Source: an optimization exercise on an open RTL-to-GDS flow (aim: small area and few clock cycles). Production flows keep margins and buffers that such runs may drop.
Only simulation tests tie the RTL to the original design; equivalence was not proved.

==> module ycbcrBlockTop, before the edit <==
module ycbcrBlockTop (
    input  logic        clk,
    input  logic        rst_n,
    input  logic        enable,
    input  logic [63:0] rdData,
    output logic [10:0] rdAddr,
    output logic [10:0] wrAddr,
    output logic [63:0] wrData,
    output logic        wen,
    output logic        valid
);
    localparam logic [5:0] LastT = 6'd52;
    logic [5:0] t;
    logic [1:0] ph;      
    wire idle  = (t == 6'd0) | (t == LastT);
    wire start = enable & idle;
    always_ff @(posedge clk) begin
        if (!rst_n) begin
            t  <= 6'd0;
            ph <= 2'd0;
        end else if (start) begin
            t  <= 6'd1;
            ph <= 2'd1;
        end else if (idle) begin
            t  <= 6'd0;
            ph <= 2'd0;
        end else begin
            t  <= t + 6'd1;
            ph <= (ph == 2'd2) ? 2'd0 : ph + 2'd1;
        end
    end
    assign rdAddr = {5'd0, (t[5] & t[4]) ? 6'd0 : t};
    assign wrAddr = {5'd0, t - 6'd5};
    assign wen    = (t < 6'd5);
    assign valid  = (t == LastT);
    logic [63:0] s0, s1;
    logic [31:0] s2h;
    always_ff @(posedge clk) begin
        s0  <= rdData;
        s1  <= s0;
        s2h <= s1[31:0];
    end
    wire selLo = (ph == 2'd0);
    logic [31:0] yU, cbU, crU;
    for (genvar j = 0; j < 4; j++) begin : gU
        logic [7:0] r, g, nb;
        logic [8:0] d, e, dP, eP, cb9, cr9;
        logic [7:0] gB, y;
        assign r = selLo ? s1[63 - 8 * j -: 8]     : s2h[31 - 8 * j -: 8];
        assign g = selLo ? s0[63 - 8 * j -: 8]     : s1[31 - 8 * j -: 8];
        assign nb = ~(selLo ? rdData[63 - 8 * j -: 8] : s0[31 - 8 * j -: 8]);
        ycc_stA uA (.r(r), .g(g), .nb(nb), .d(d), .e(e));
        always_ff @(posedge clk) begin
            dP <= d;
            eP <= e;
        end
        assign gB = (ph == 2'd1) ? s1[63 - 8 * j -: 8] : s2h[31 - 8 * j -: 8];
        ycc_stB uB (.d(dP), .e(eP), .g(gB), .y(y), .cb(cb9), .cr(cr9));
        assign yU[31 - 8 * j -: 8]  = y;
        assign cbU[31 - 8 * j -: 8] = cb9[7:0] | {8{cb9[8]}};
        assign crU[31 - 8 * j -: 8] = cr9[7:0] | {8{cr9[8]}};
    end
    logic [31:0] l1, l2, c3, h1;
    always_ff @(posedge clk) begin
        if (ph == 2'd1) begin
            l1 <= yU;
            l2 <= cbU;
        end else begin
            l1 <= l2;
            l2 <= c3;
        end
        c3 <= crU;
        h1 <= (ph == 2'd2) ? cbU : c3;
    end
    assign wrData = {l1, (ph == 2'd2) ? yU : h1};
endmodule
export LEC_CHECK = 0
export CAP_MARGIN = 20
export CORE_MARGIN = 2
export CORE_UTILIZATION = 40
export CTS_BUF_LIST = sky130_fd_sc_hd__clkbuf_8
export CTS_CLUSTER_DIAMETER = 60
export CTS_CLUSTER_SIZE = 20
export SLEW_MARGIN = 20
export SYNTH_HIERARCHICAL = 1
export SYNTH_MINIMUM_KEEP_SIZE = 0
create_clock -name core_clock -period 8.0 [get_ports {clk}]
standard.sh (not shown) runs the stock make flow with config.mk's settings and CLKGATE_MAP_FILE= SYNTH_SCRIPT=/design/flow/synth_recipe.tcl, a recipe that flattens the netlist after the stock synthesis.
==> flow/flow/run.sh <==
#!/bin/bash
# The standard layout (standard.sh: standard synthesis, floorplan, place, CTS, route),
# with one change: the buffers that buffer_ports puts on every input and output port are
# sky130_fd_sc_hd__buf_1 cells instead of the default sky130_fd_sc_hd__clkdlybuf4s50_1.
# The whole make output goes to standard_flow.log; ORFS keeps each step's log in orfs/logs.
set -euo pipefail
export BUFFER_PORTS_ARGS="-buffer_cell sky130_fd_sc_hd__buf_1"
bash standard.sh > standard_flow.log 2>&1
Testbench counts at the start, summed over its fixed seeds: cycles 3,336.
Next try:
--- a/flow/design.v
+++ b/flow/design.v
@@ -662,7 +662,7 @@
     for (genvar j = 0; j < 4; j++) begin : gU
         logic [7:0] r, g, nb;
         logic [8:0] d, e, dP, eP, cb9, cr9;
-        logic [7:0] gB, y;
+        logic [7:0] gP, y;
         assign r = selLo ? s1[63 - 8 * j -: 8]     : s2h[31 - 8 * j -: 8];
         assign g = selLo ? s0[63 - 8 * j -: 8]     : s1[31 - 8 * j -: 8];
         assign nb = ~(selLo ? rdData[63 - 8 * j -: 8] : s0[31 - 8 * j -: 8]);
@@ -670,9 +670,9 @@
         always_ff @(posedge clk) begin
             dP <= d;
             eP <= e;
+            gP <= g;
         end
-        assign gB = (ph == 2'd1) ? s1[63 - 8 * j -: 8] : s2h[31 - 8 * j -: 8];
-        ycc_stB uB (.d(dP), .e(eP), .g(gB), .y(y), .cb(cb9), .cr(cr9));
+        ycc_stB uB (.d(dP), .e(eP), .g(gP), .y(y), .cb(cb9), .cr(cr9));
         assign yU[31 - 8 * j -: 8]  = y;
         assign cbU[31 - 8 * j -: 8] = cb9[7:0] | {8{cb9[8]}};
         assign crU[31 - 8 * j -: 8] = cr9[7:0] | {8{cr9[8]}};
The changed run finished with timing, DRC and antenna clean. Cell count drops slightly. Worst setup slack improves by 0.015 ns. Die area climbs slightly. Hold slack is about the same. Wire length drops by a few percent. Via count drops by a few percent. Sequential share of layout area climbs by 2.7 points.
Testbench counts after the change, summed over its fixed seeds: cycles 3,336.

========
RTL: one of the versions met above, not the one the previous note started from.
For scale: about 1900 cells after synthesis, ~400 flip-flops, ~160 I/O pins, ~25000 um2 of cells after synthesis.
==> module ycc_stA, before the edit <==
module ycc_stA (
    input  logic [7:0] r,
    input  logic [7:0] g,
    input  logic [7:0] nb,
    output logic [8:0] d,
    output logic [8:0] e
);
    wire a1;
    wire a2;
    wire i_g_0;
    assign i_g_0 = ~g[0];
    assign a1 = ~(r[0] ^ i_g_0);
    assign a2 = r[0] | i_g_0;
    wire a3;
    wire a4;
    wire i_g_1;
    assign i_g_1 = ~g[1];
    ycc_fa ua3 (.a(r[1]), .b(i_g_1), .c(a2), .s(a3), .co(a4));
    wire a5;
    wire a6;
    wire i_g_2;
    assign i_g_2 = ~g[2];
    ycc_fa ua5 (.a(r[2]), .b(i_g_2), .c(a4), .s(a5), .co(a6));
    wire a7;
    wire a8;
    wire i_g_3;
    assign i_g_3 = ~g[3];
    ycc_fa ua7 (.a(r[3]), .b(i_g_3), .c(a6), .s(a7), .co(a8));
    wire a9;
    wire a10;
    wire i_g_4;
    assign i_g_4 = ~g[4];
    ycc_fa ua9 (.a(r[4]), .b(i_g_4), .c(a8), .s(a9), .co(a10));
    wire a11;
    wire a12;
    wire i_g_5;
    assign i_g_5 = ~g[5];
    ycc_fa ua11 (.a(r[5]), .b(i_g_5), .c(a10), .s(a11), .co(a12));
    wire a13;
    wire a14;
    wire i_g_6;
    assign i_g_6 = ~g[6];
    ycc_fa ua13 (.a(r[6]), .b(i_g_6), .c(a12), .s(a13), .co(a14));
    wire a15;
    wire a16;
    wire i_g_7;
    assign i_g_7 = ~g[7];
    ycc_fa ua15 (.a(r[7]), .b(i_g_7), .c(a14), .s(a15), .co(a16));
    wire a17;
    wire a18;
    assign a17 = ~(g[0] ^ nb[0]);
    assign a18 = g[0] | nb[0];
    wire a19;
    wire a20;
    ycc_fa ua19 (.a(g[1]), .b(nb[1]), .c(a18), .s(a19), .co(a20));
    wire a21;
    wire a22;
    ycc_fa ua21 (.a(g[2]), .b(nb[2]), .c(a20), .s(a21), .co(a22));
    wire a23;
    wire a24;
    ycc_fa ua23 (.a(g[3]), .b(nb[3]), .c(a22), .s(a23), .co(a24));
    wire a25;
    wire a26;
    ycc_fa ua25 (.a(g[4]), .b(nb[4]), .c(a24), .s(a25), .co(a26));
    wire a27;
    wire a28;
    ycc_fa ua27 (.a(g[5]), .b(nb[5]), .c(a26), .s(a27), .co(a28));
    wire a29;
    wire a30;
    ycc_fa ua29 (.a(g[6]), .b(nb[6]), .c(a28), .s(a29), .co(a30));
    wire a31;
    wire a32;
    ycc_fa ua31 (.a(g[7]), .b(nb[7]), .c(a30), .s(a31), .co(a32));
    wire i_a16;
    assign i_a16 = ~a16;
    wire i_a32;
    assign i_a32 = ~a32;
    assign d[0] = a1;
    assign d[1] = a3;
    assign d[2] = a5;
    assign d[3] = a7;
    assign d[4] = a9;
    assign d[5] = a11;
    assign d[6] = a13;
    assign d[7] = a15;
    assign d[8] = i_a16;
    assign e[0] = a17;
    assign e[1] = a19;
    assign e[2] = a21;
    assign e[3] = a23;
    assign e[4] = a25;
    assign e[5] = a27;
    assign e[6] = a29;
    assign e[7] = a31;
    assign e[8] = i_a32;
endmodule
==> module ycbcrBlockTop, before the edit <==
module ycbcrBlockTop (
    input  logic        clk,
    input  logic        rst_n,
    input  logic        enable,
    input  logic [63:0] rdData,
    output logic [10:0] rdAddr,
    output logic [10:0] wrAddr,
    output logic [63:0] wrData,
    output logic        wen,
    output logic        valid
);
    localparam logic [5:0] LastT = 6'd52;
    logic [5:0] t;
    logic [1:0] ph;      
    wire idle  = (t == 6'd0) | (t == LastT);
    wire start = enable & idle;
    always_ff @(posedge clk) begin
        if (!rst_n) begin
            t  <= 6'd0;
            ph <= 2'd0;
        end else if (start) begin
            t  <= 6'd1;
            ph <= 2'd1;
        end else if (idle) begin
            t  <= 6'd0;
            ph <= 2'd0;
        end else begin
            t  <= t + 6'd1;
            ph <= (ph == 2'd2) ? 2'd0 : ph + 2'd1;
        end
    end
    assign rdAddr = {5'd0, (t[5] & t[4]) ? 6'd0 : t};
    assign wrAddr = {5'd0, t - 6'd5};
    assign wen    = (t < 6'd5);
    assign valid  = (t == LastT);
    logic [63:0] s0, s1;
    logic [31:0] s2h;
    always_ff @(posedge clk) begin
        s0  <= rdData;
        s1  <= s0;
        s2h <= s1[31:0];
    end
    wire selLo = (ph == 2'd0);
    logic [31:0] yU, cbU, crU;
    for (genvar j = 0; j < 4; j++) begin : gU
        logic [7:0] r, g, nb;
        logic [8:0] d, e, dP, eP, cb9, cr9;
        logic [7:0] gP, y;
        assign r = selLo ? s1[63 - 8 * j -: 8]     : s2h[31 - 8 * j -: 8];
        assign g = selLo ? s0[63 - 8 * j -: 8]     : s1[31 - 8 * j -: 8];
        assign nb = ~(selLo ? rdData[63 - 8 * j -: 8] : s0[31 - 8 * j -: 8]);
        ycc_stA uA (.r(r), .g(g), .nb(nb), .d(d), .e(e));
        always_ff @(posedge clk) begin
            dP <= d;
            eP <= e;
            gP <= g;
        end
        ycc_stB uB (.d(dP), .e(eP), .g(gP), .y(y), .cb(cb9), .cr(cr9));
        assign yU[31 - 8 * j -: 8]  = y;
        assign cbU[31 - 8 * j -: 8] = cb9[7:0] | {8{cb9[8]}};
        assign crU[31 - 8 * j -: 8] = cr9[7:0] | {8{cr9[8]}};
    end
    logic [31:0] l1, l2, c3, h1;
    always_ff @(posedge clk) begin
        if (ph == 2'd1) begin
            l1 <= yU;
            l2 <= cbU;
        end else begin
            l1 <= l2;
            l2 <= c3;
        end
        c3 <= crU;
        h1 <= (ph == 2'd2) ? cbU : c3;
    end
    assign wrData = {l1, (ph == 2'd2) ? yU : h1};
endmodule
Settings: LEC_CHECK=0, CAP_MARGIN=20, CORE_MARGIN=2, CORE_UTILIZATION=40, CTS_BUF_LIST=sky130_fd_sc_hd__clkbuf_4, SLEW_MARGIN=20, SYNTH_HIERARCHICAL=1, SYNTH_MINIMUM_KEEP_SIZE=0; clock period 8.0 ns.
run.sh (not shown) runs the stock make flow with config.mk's settings and CLKGATE_MAP_FILE= SYNTH_SCRIPT=/design/flow/synth_recipe.tcl, a recipe that flattens the netlist after the stock synthesis.
Stock flow here: none of the scripts above is used.
Testbench counts at the start, summed over its fixed seeds: cycles 3,336.
Rerun with:
--- a/flow/design.v
+++ b/flow/design.v
@@ -12,13 +12,13 @@
     assign s  = a ^ b;
     assign co = a & b;
 endmodule
 module ycc_stA (
     input  logic [7:0] r,
     input  logic [7:0] g,
-    input  logic [7:0] nb,
+    input  logic [7:0] b,
     output logic [8:0] d,
     output logic [8:0] e
 );
     wire a1;
     wire a2;
     wire i_g_0;
@@ -59,35 +59,51 @@
     wire a16;
     wire i_g_7;
     assign i_g_7 = ~g[7];
     ycc_fa ua15 (.a(r[7]), .b(i_g_7), .c(a14), .s(a15), .co(a16));
     wire a17;
     wire a18;
-    assign a17 = ~(g[0] ^ nb[0]);
-    assign a18 = g[0] | nb[0];
+    wire i_b_0;
+    assign i_b_0 = ~b[0];
+    assign a17 = ~(g[0] ^ i_b_0);
+    assign a18 = g[0] | i_b_0;
     wire a19;
     wire a20;
-    ycc_fa ua19 (.a(g[1]), .b(nb[1]), .c(a18), .s(a19), .co(a20));
+    wire i_b_1;
+    assign i_b_1 = ~b[1];
+    ycc_fa ua19 (.a(g[1]), .b(i_b_1), .c(a18), .s(a19), .co(a20));
     wire a21;
     wire a22;
-    ycc_fa ua21 (.a(g[2]), .b(nb[2]), .c(a20), .s(a21), .co(a22));
+    wire i_b_2;
+    assign i_b_2 = ~b[2];
+    ycc_fa ua21 (.a(g[2]), .b(i_b_2), .c(a20), .s(a21), .co(a22));
     wire a23;
     wire a24;
-    ycc_fa ua23 (.a(g[3]), .b(nb[3]), .c(a22), .s(a23), .co(a24));
+    wire i_b_3;
+    assign i_b_3 = ~b[3];
+    ycc_fa ua23 (.a(g[3]), .b(i_b_3), .c(a22), .s(a23), .co(a24));
     wire a25;
     wire a26;
-    ycc_fa ua25 (.a(g[4]), .b(nb[4]), .c(a24), .s(a25), .co(a26));
+    wire i_b_4;
+    assign i_b_4 = ~b[4];
+    ycc_fa ua25 (.a(g[4]), .b(i_b_4), .c(a24), .s(a25), .co(a26));
     wire a27;
     wire a28;
-    ycc_fa ua27 (.a(g[5]), .b(nb[5]), .c(a26), .s(a27), .co(a28));
+    wire i_b_5;
+    assign i_b_5 = ~b[5];
+    ycc_fa ua27 (.a(g[5]), .b(i_b_5), .c(a26), .s(a27), .co(a28));
     wire a29;
     wire a30;
-    ycc_fa ua29 (.a(g[6]), .b(nb[6]), .c(a28), .s(a29), .co(a30));
+    wire i_b_6;
+    assign i_b_6 = ~b[6];
+    ycc_fa ua29 (.a(g[6]), .b(i_b_6), .c(a28), .s(a29), .co(a30));
     wire a31;
     wire a32;
-    ycc_fa ua31 (.a(g[7]), .b(nb[7]), .c(a30), .s(a31), .co(a32));
+    wire i_b_7;
+    assign i_b_7 = ~b[7];
+    ycc_fa ua31 (.a(g[7]), .b(i_b_7), .c(a30), .s(a31), .co(a32));
     wire i_a16;
     assign i_a16 = ~a16;
     wire i_a32;
     assign i_a32 = ~a32;
     assign d[0] = a1;
     assign d[1] = a3;
@@ -657,37 +673,38 @@
         s1  <= s0;
         s2h <= s1[31:0];
     end
     wire selLo = (ph == 2'd0);
     logic [31:0] yU, cbU, crU;
     for (genvar j = 0; j < 4; j++) begin : gU
-        logic [7:0] r, g, nb;
+        logic [7:0] r, g, b;
         logic [8:0] d, e, dP, eP, cb9, cr9;
         logic [7:0] gP, y;
         assign r = selLo ? s1[63 - 8 * j -: 8]     : s2h[31 - 8 * j -: 8];
         assign g = selLo ? s0[63 - 8 * j -: 8]     : s1[31 - 8 * j -: 8];
-        assign nb = ~(selLo ? rdData[63 - 8 * j -: 8] : s0[31 - 8 * j -: 8]);
-        ycc_stA uA (.r(r), .g(g), .nb(nb), .d(d), .e(e));
+        assign b = selLo ? rdData[63 - 8 * j -: 8] : s0[31 - 8 * j -: 8];
+        ycc_stA uA (.r(r), .g(g), .b(b), .d(d), .e(e));
         always_ff @(posedge clk) begin
             dP <= d;
             eP <= e;
             gP <= g;
         end
         ycc_stB uB (.d(dP), .e(eP), .g(gP), .y(y), .cb(cb9), .cr(cr9));
         assign yU[31 - 8 * j -: 8]  = y;
         assign cbU[31 - 8 * j -: 8] = cb9[7:0] | {8{cb9[8]}};
         assign crU[31 - 8 * j -: 8] = cr9[7:0] | {8{cr9[8]}};
     end
-    logic [31:0] l1, l2, c3, h1;
+    logic [31:0] l1, l2, l3, h1, h2;
     always_ff @(posedge clk) begin
         if (ph == 2'd1) begin
             l1 <= yU;
             l2 <= cbU;
         end else begin
             l1 <= l2;
-            l2 <= c3;
+            l2 <= l3;
         end
-        c3 <= crU;
-        h1 <= (ph == 2'd2) ? cbU : c3;
+        l3 <= crU;
+        h1 <= (ph == 2'd2) ? cbU : h2;
+        h2 <= crU;
     end
     assign wrData = {l1, (ph == 2'd2) ? yU : h1};
 endmodule
Outcome:
- The new run finished with timing, DRC and antenna clean
- global-route usage went up by 1.2 points
- synthesized area went up by 0.53%
- first-iteration DRC count went up by 33%
- utilization went up by 0.37 points
- worst hold slack gets worse by 0.027 ns
- die area went up by 0.52%
- cell count went up by 2.5%
- non-clock buffer count went up by 2
Testbench counts after the change, summed over its fixed seeds: cycles 3,336.

==> static timing again, ports no longer ideal <==
Ports are ideal in the flow. The routed layouts listed here were re-timed in OpenROAD. Step 1 assumes that a clkbuf_16 drives the clock port and a buf_2 every other input. Step 2 times the ports against the registers' clock, not the clock port: input delays grow and output delays shrink by t, the midpoint of the rising clock arrivals with the driver on. a / b / c = ideal / step 1 / step 2; a / b = the first two.
| run | t, ns | setup slack, ns | worst register clock-pin slew, ns | cell pins on the clock port's net |
|---|---|---|---|---|
| the first run of note 1 | 0.691 | 0.237 / 0.188 / 0.341 | 0.11 / 0.11 | 1 |
| the second run of note 1 | 0.699 | 0.252 / 0.200 / 0.303 | 0.12 / 0.12 | 1 |
| the first run of note 2 | 0.858 | 0.252 / 0.199 / 0.322 | 0.08 / 0.08 | 1 |
| the second run of note 2 | 0.871 | 0.256 / 0.201 / 0.337 | 0.07 / 0.07 | 1 |
After both steps setup and hold are still met in every run listed.
